Background: an optimization exercise with open tools, aiming at small area, a short achievable clock period and few clock cycles. Do not read the settings as production practice. At most, simulation tests tie the RTL to the original design; equivalence was not proved.

Setup of job 101:
==> module reg_file, before the edit <==
module reg_file (
    input  wire        clk_i,
    input  wire        reset,
    input  wire [4:0]  addr_i,     
    output logic [31:0] rdata_o,   
    output logic [15:0] match_o,   
    input  wire        wr_en_i,    
    input  wire [15:0] drop_i,     
    input  wire [3:0]  idx_i,
    input  wire [4:0]  wr_tag_i,
    input  wire [31:0] wr_data_i
);
    logic [15:0] valid_q;
    logic [4:0]  tag_q  [16];
    logic [31:0] data_q [16];
    logic [15:0] match;
    logic [15:0] sel;
    always_comb begin
        rdata_o = '0;
        for (int i = 0; i < 16; i++) begin
            sel[i]   = (idx_i == i[3:0]);
            match[i] = valid_q[i] & (tag_q[i] == addr_i);
            rdata_o  = rdata_o | (data_q[i] & {32{match[i]}});
        end
    end
    assign match_o = match;
    always_ff @(posedge clk_i or posedge reset) begin
        if (reset) begin
            valid_q <= '0;
        end else begin
            for (int i = 0; i < 16; i++) begin
                if (wr_en_i && sel[i])                 valid_q[i] <= 1'b1;
                else if (wr_en_i && drop_i[i])          valid_q[i] <= 1'b0;
            end
        end
    end
    for (genvar i = 0; i < 16; i++) begin : g_entry
        for (genvar j = 0; j < 5; j++) begin : g_tag
            rf_bit u_bit (
                .clk_i  (clk_i),
                .hold_i (valid_q[i]),
                .we_i   (wr_en_i & sel[i]),
                .d_i    (wr_tag_i[j]),
                .q_o    (tag_q[i][j])
            );
        end
        for (genvar j = 0; j < 32; j++) begin : g_data
            rf_bit u_bit (
                .clk_i  (clk_i),
                .hold_i (valid_q[i]),
                .we_i   (wr_en_i & sel[i]),
                .d_i    (wr_data_i[j]),
                .q_o    (data_q[i][j])
            );
        end
    end
endmodule
==> module cpu_lite_top, before the edit <==
module cpu_lite_top (
    input  wire        clk_i,
    input  wire        reset,
    input  wire        host_valid_i,
    input  wire [7:0]  host_byte_i,
    input  wire [4:0]  reg_sel_i,
    input  wire [1:0]  byte_sel_i,
    output wire [7:0]  value_o,
    output wire        is_positive_o,
    output wire        done_o
);
    logic        loading_q;    
    logic        done_q;
    logic [1:0]  phase_q;      
    logic [4:0]  count_q;      
    logic        exec_q;       
    logic        is_r_q;       
    logic        is_i_q;       
    logic        rd0_q;        
    logic [7:0]  b1_q;         
    logic [3:0]  b2_q;         
    logic [7:0]  b3_q;         
    logic [31:0] a_q;          
    logic [15:0] drop_q;       
    wire start_seen = host_valid_i & ~loading_q & ~done_q & (host_byte_i == 8'hFE);
    wire end_seen   = host_valid_i & loading_q & (phase_q == 2'd0) & (host_byte_i == 8'hFF);
    wire data_stb   = host_valid_i & loading_q & ~end_seen;
    wire last_byte  = data_stb & (phase_q == 2'd3);
    wire kept       = ~count_q[4];
    wire [4:0] rd = {b1_q[3:0], rd0_q};
    logic [31:0] rdata;
    logic [15:0] match;
    logic [31:0] result;
    logic        writes;
    wire wr_en = exec_q & writes;
    always_ff @(posedge clk_i or posedge reset) begin
        if (reset) begin
            loading_q <= 1'b0;
            done_q    <= 1'b0;
            phase_q   <= 2'd0;
            count_q   <= 5'd0;
            exec_q    <= 1'b0;
        end else begin
            if (start_seen) loading_q <= 1'b1;
            if (end_seen) begin
                loading_q <= 1'b0;
                done_q    <= 1'b1;
            end
            if (data_stb) phase_q <= phase_q + 2'd1;
            if (exec_q) count_q <= count_q + 5'd1;
            exec_q <= last_byte & kept;
        end
    end
    always_ff @(posedge clk_i) begin
        b3_q   <= host_byte_i;
        drop_q <= match;
    end
    wire ld0 = data_stb & (phase_q == 2'd0);
    wire ld1 = data_stb & (phase_q == 2'd1);
    wire ld2 = data_stb & (phase_q == 2'd2);
    wire [2:0] b0_d = {host_byte_i[7], host_byte_i[6:0] == 7'b0010011,
                       host_byte_i[6:0] == 7'b0110011};
    logic [2:0] b0_q;
    assign is_r_q = b0_q[0];
    assign is_i_q = b0_q[1];
    assign rd0_q  = b0_q[2];
    for (genvar j = 0; j < 3; j++) begin : g_b0
        rf_bit u_bit (.clk_i (clk_i), .hold_i (~ld0), .we_i (ld0), .d_i (b0_d[j]), .q_o (b0_q[j]));
    end
    for (genvar j = 0; j < 8; j++) begin : g_b1
        rf_bit u_bit (.clk_i (clk_i), .hold_i (~ld1), .we_i (ld1), .d_i (host_byte_i[j]),
                      .q_o (b1_q[j]));
    end
    for (genvar j = 0; j < 4; j++) begin : g_b2
        rf_bit u_bit (.clk_i (clk_i), .hold_i (~ld2), .we_i (ld2), .d_i (host_byte_i[4 + j]),
                      .q_o (b2_q[j]));
    end
    for (genvar j = 0; j < 32; j++) begin : g_a
        rf_bit u_bit (.clk_i (clk_i), .hold_i (~ld2), .we_i (ld2), .d_i (rdata[j]), .q_o (a_q[j]));
    end
    wire sel_host = ~loading_q;
    wire sel_rs1  = loading_q & (phase_q == 2'd2);
    wire sel_rd   = loading_q & (phase_q == 2'd3);
    wire sel_rs2  = loading_q & exec_q & ~is_i_q;
    wire [4:0] rs2 = {b3_q[0], b2_q};
    wire [4:0] from_regs = ({5{sel_rd}} & rd) | ({5{sel_rs2}} & rs2) |
                           {4'd0, sel_rs1 & b1_q[7]};
    wire [4:0] addr;
    assign addr[0] = (sel_host & reg_sel_i[0]) | from_regs[0];
    for (genvar k = 1; k < 5; k++) begin : g_addr
        addr_bit u_addr (
            .host_i  (sel_host),
            .sel_i   (reg_sel_i[k]),
            .rs1_i   (sel_rs1),
            .byte_i  (host_byte_i[k - 1]),
            .regs_i  (from_regs[k]),
            .addr_o  (addr[k])
        );
    end
    wire [31:0] imm = {{20{b3_q[7]}}, b3_q, b2_q};
    wire [31:0] opb = rdata | (imm & {32{is_i_q}});
    alu u_alu (
        .is_r_i   (is_r_q),
        .is_i_i   (is_i_q),
        .f3_i     (b1_q[6:4]),
        .f7z_i    (b3_q[7:1] == 7'b0000000),
        .f7s_i    (b3_q[7:1] == 7'b0100000),
        .rd_i     (rd),
        .a_i      (a_q),
        .b_i      (opb),
        .result_o (result),
        .writes_o (writes)
    );
    reg_file u_reg_file (
        .clk_i     (clk_i),
        .reset     (reset),
        .addr_i    (addr),
        .rdata_o   (rdata),
        .match_o   (match),
        .wr_en_i   (wr_en),
        .drop_i    (drop_q),
        .idx_i     (count_q[3:0]),
        .wr_tag_i  (rd),
        .wr_data_i (result)
    );
    wire [3:0] bsel = 4'b0001 << byte_sel_i;
    byte_pick u_byte_pick (
        .word_i  (rdata),
        .sel_i   (bsel),
        .byte_o  (value_o)
    );
    assign is_positive_o = ~rdata[31];
    assign done_o        = done_q;
endmodule
==> module byte_pick, before the edit <==
module byte_pick (
    input  wire [31:0] word_i,
    input  wire [3:0]  sel_i,
    output wire [7:0]  byte_o
);
    assign byte_o = (word_i[7:0] & {8{sel_i[0]}}) | (word_i[15:8] & {8{sel_i[1]}}) |
                    (word_i[23:16] & {8{sel_i[2]}}) | (word_i[31:24] & {8{sel_i[3]}});
endmodule
==> flow/config.mk <==
export PLATFORM = sky130hd
export DESIGN_NAME = cpu_lite_top
export DESIGN_NICKNAME = cpu_lite_top
export VERILOG_FILES = /design/flow/design.v
export SDC_FILE = /design/flow/constraint.sdc
export NUM_CORES = 8
export LEC_CHECK = 0
export CAP_MARGIN = 20
export CORE_MARGIN = 2
export CORE_UTILIZATION = 50
export CTS_BUF_LIST = sky130_fd_sc_hd__clkbuf_8
export CTS_CLUSTER_DIAMETER = 60
export CTS_CLUSTER_SIZE = 16
export PLACE_DENSITY = 0.6
export SETUP_SLACK_MARGIN = 5
export SLEW_MARGIN = 20
export SYNTH_HIERARCHICAL = 1
export TNS_END_PERCENT = 5
==> flow/constraint.sdc <==
create_clock -name core_clock -period 14.0 [get_ports {clk_i}]
set_input_delay 2.8000 -clock core_clock [delete_from_list [all_inputs] [get_ports {clk_i}]]
set_output_delay 2.8000 -clock core_clock [all_outputs]
set_load 0.01 [all_outputs]
standard.sh (not shown) runs the stock make flow with config.mk's settings and CLKGATE_MAP_FILE= SYNTH_SCRIPT=/design/flow/synth_recipe.tcl, a recipe that flattens the netlist after the stock synthesis.
==> flow/flow/run.sh <==
#!/bin/bash
# Standard layout, with fast buffers on the ports.
set -euo pipefail
bash standard.sh "BUFFER_PORTS_ARGS=-buffer_cell sky130_fd_sc_hd__buf_4" SETUP_SLACK_MARGIN=6 finish > standard_make.log 2>&1
Input changes introduced in job 102 (baseline for comparison: job 101):
diff --git a/flow/design.v b/flow/design.v
--- a/flow/design.v
+++ b/flow/design.v
@@ -153,5 +153,6 @@
     input  wire        reset,
     input  wire [4:0]  addr_i,     
-    output logic [31:0] rdata_o,   
+    output logic [31:0] lo_o,      
+    output logic [31:0] hi_o,      
     output logic [15:0] match_o,   
     input  wire        wr_en_i,    
@@ -167,9 +168,11 @@
     logic [15:0] sel;
     always_comb begin
-        rdata_o = '0;
+        lo_o = '0;
+        hi_o = '0;
         for (int i = 0; i < 16; i++) begin
             sel[i]   = (idx_i == i[3:0]);
             match[i] = valid_q[i] & (tag_q[i] == addr_i);
-            rdata_o  = rdata_o | (data_q[i] & {32{match[i]}});
+            if (i < 8) lo_o = lo_o | (data_q[i] & {32{match[i]}});
+            else       hi_o = hi_o | (data_q[i] & {32{match[i]}});
         end
     end
@@ -252,4 +255,5 @@
     wire [4:0] rd = {b1_q[3:0], rd0_q};
     logic [31:0] rdata;
+    logic [31:0] rd_lo, rd_hi;    
     logic [15:0] match;
     logic [31:0] result;
@@ -338,5 +342,6 @@
         .reset     (reset),
         .addr_i    (addr),
-        .rdata_o   (rdata),
+        .lo_o      (rd_lo),
+        .hi_o      (rd_hi),
         .match_o   (match),
         .wr_en_i   (wr_en),
@@ -348,8 +353,10 @@
     wire [3:0] bsel = 4'b0001 << byte_sel_i;
     byte_pick u_byte_pick (
-        .word_i  (rdata),
+        .lo_i    (rd_lo),
+        .hi_i    (rd_hi),
         .sel_i   (bsel),
         .byte_o  (value_o)
     );
+    assign rdata         = rd_lo | rd_hi;
     assign is_positive_o = ~rdata[31];
     assign done_o        = done_q;
@@ -358,10 +365,12 @@
 `default_nettype none
 module byte_pick (
-    input  wire [31:0] word_i,
+    input  wire [31:0] lo_i,
+    input  wire [31:0] hi_i,
     input  wire [3:0]  sel_i,
     output wire [7:0]  byte_o
 );
-    assign byte_o = (word_i[7:0] & {8{sel_i[0]}}) | (word_i[15:8] & {8{sel_i[1]}}) |
-                    (word_i[23:16] & {8{sel_i[2]}}) | (word_i[31:24] & {8{sel_i[3]}});
+    wire [31:0] w = lo_i | hi_i;
+    assign byte_o = (w[7:0] & {8{sel_i[0]}}) | (w[15:8] & {8{sel_i[1]}}) |
+                    (w[23:16] & {8{sel_i[2]}}) | (w[31:24] & {8{sel_i[3]}});
 endmodule
 `default_nettype wire
==> comparison <==
From job 101 to job 102 the numbers moved as follows: number of fill cells grew by about 1.5%; filler-free cell count of the finished design shrank by about 0.45%; number of setup buffers added after CTS shrank by 41; first-pass GRT wire length shrank by about 9%; critical path depth shrank by 2.
Fmax, job 102 vs job 101: up by a few percent
Lower clock period minus worst slack was reported by job 102, not job 101.
Testbench counts of job 102, summed over its fixed seeds: cycles 11,399.
Function not checked in job 101: the RTL went through the layout flow alone.

-- separate check: timing with driven ports --
In the flow no input, the clock included, has a driving cell. The finished layouts below were timed again as built, in two steps. Step 1 (the two cells are an assumption about what drives the block):
set clk [get_ports {clk_i}]
set_driving_cell -lib_cell sky130_fd_sc_hd__clkbuf_16 $clk
set_driving_cell -lib_cell sky130_fd_sc_hd__buf_2 [delete_from_list [all_inputs] $clk]
Step 2 moves the port delays by t, midway between the first and last clock arrival at a register: inputs arrive t later, outputs are due t later. That takes back most of the time a late clock gives input paths. Three values: ideal, step 1, step 2; two values: the first two.
run	t, ns	setup WS [ns]	clock arrival spread, ns
job 101	0.776	5.509 / 5.483 / 5.024	0.064 / 0.065
job 102	0.745	5.682 / 5.660 / 5.178	0.034 / 0.034
After both steps every run listed still meets setup and hold. For job 102, which loses most, drivers alone change the setup slack by -0.022 ns; drivers and shift together by -0.504 ns.
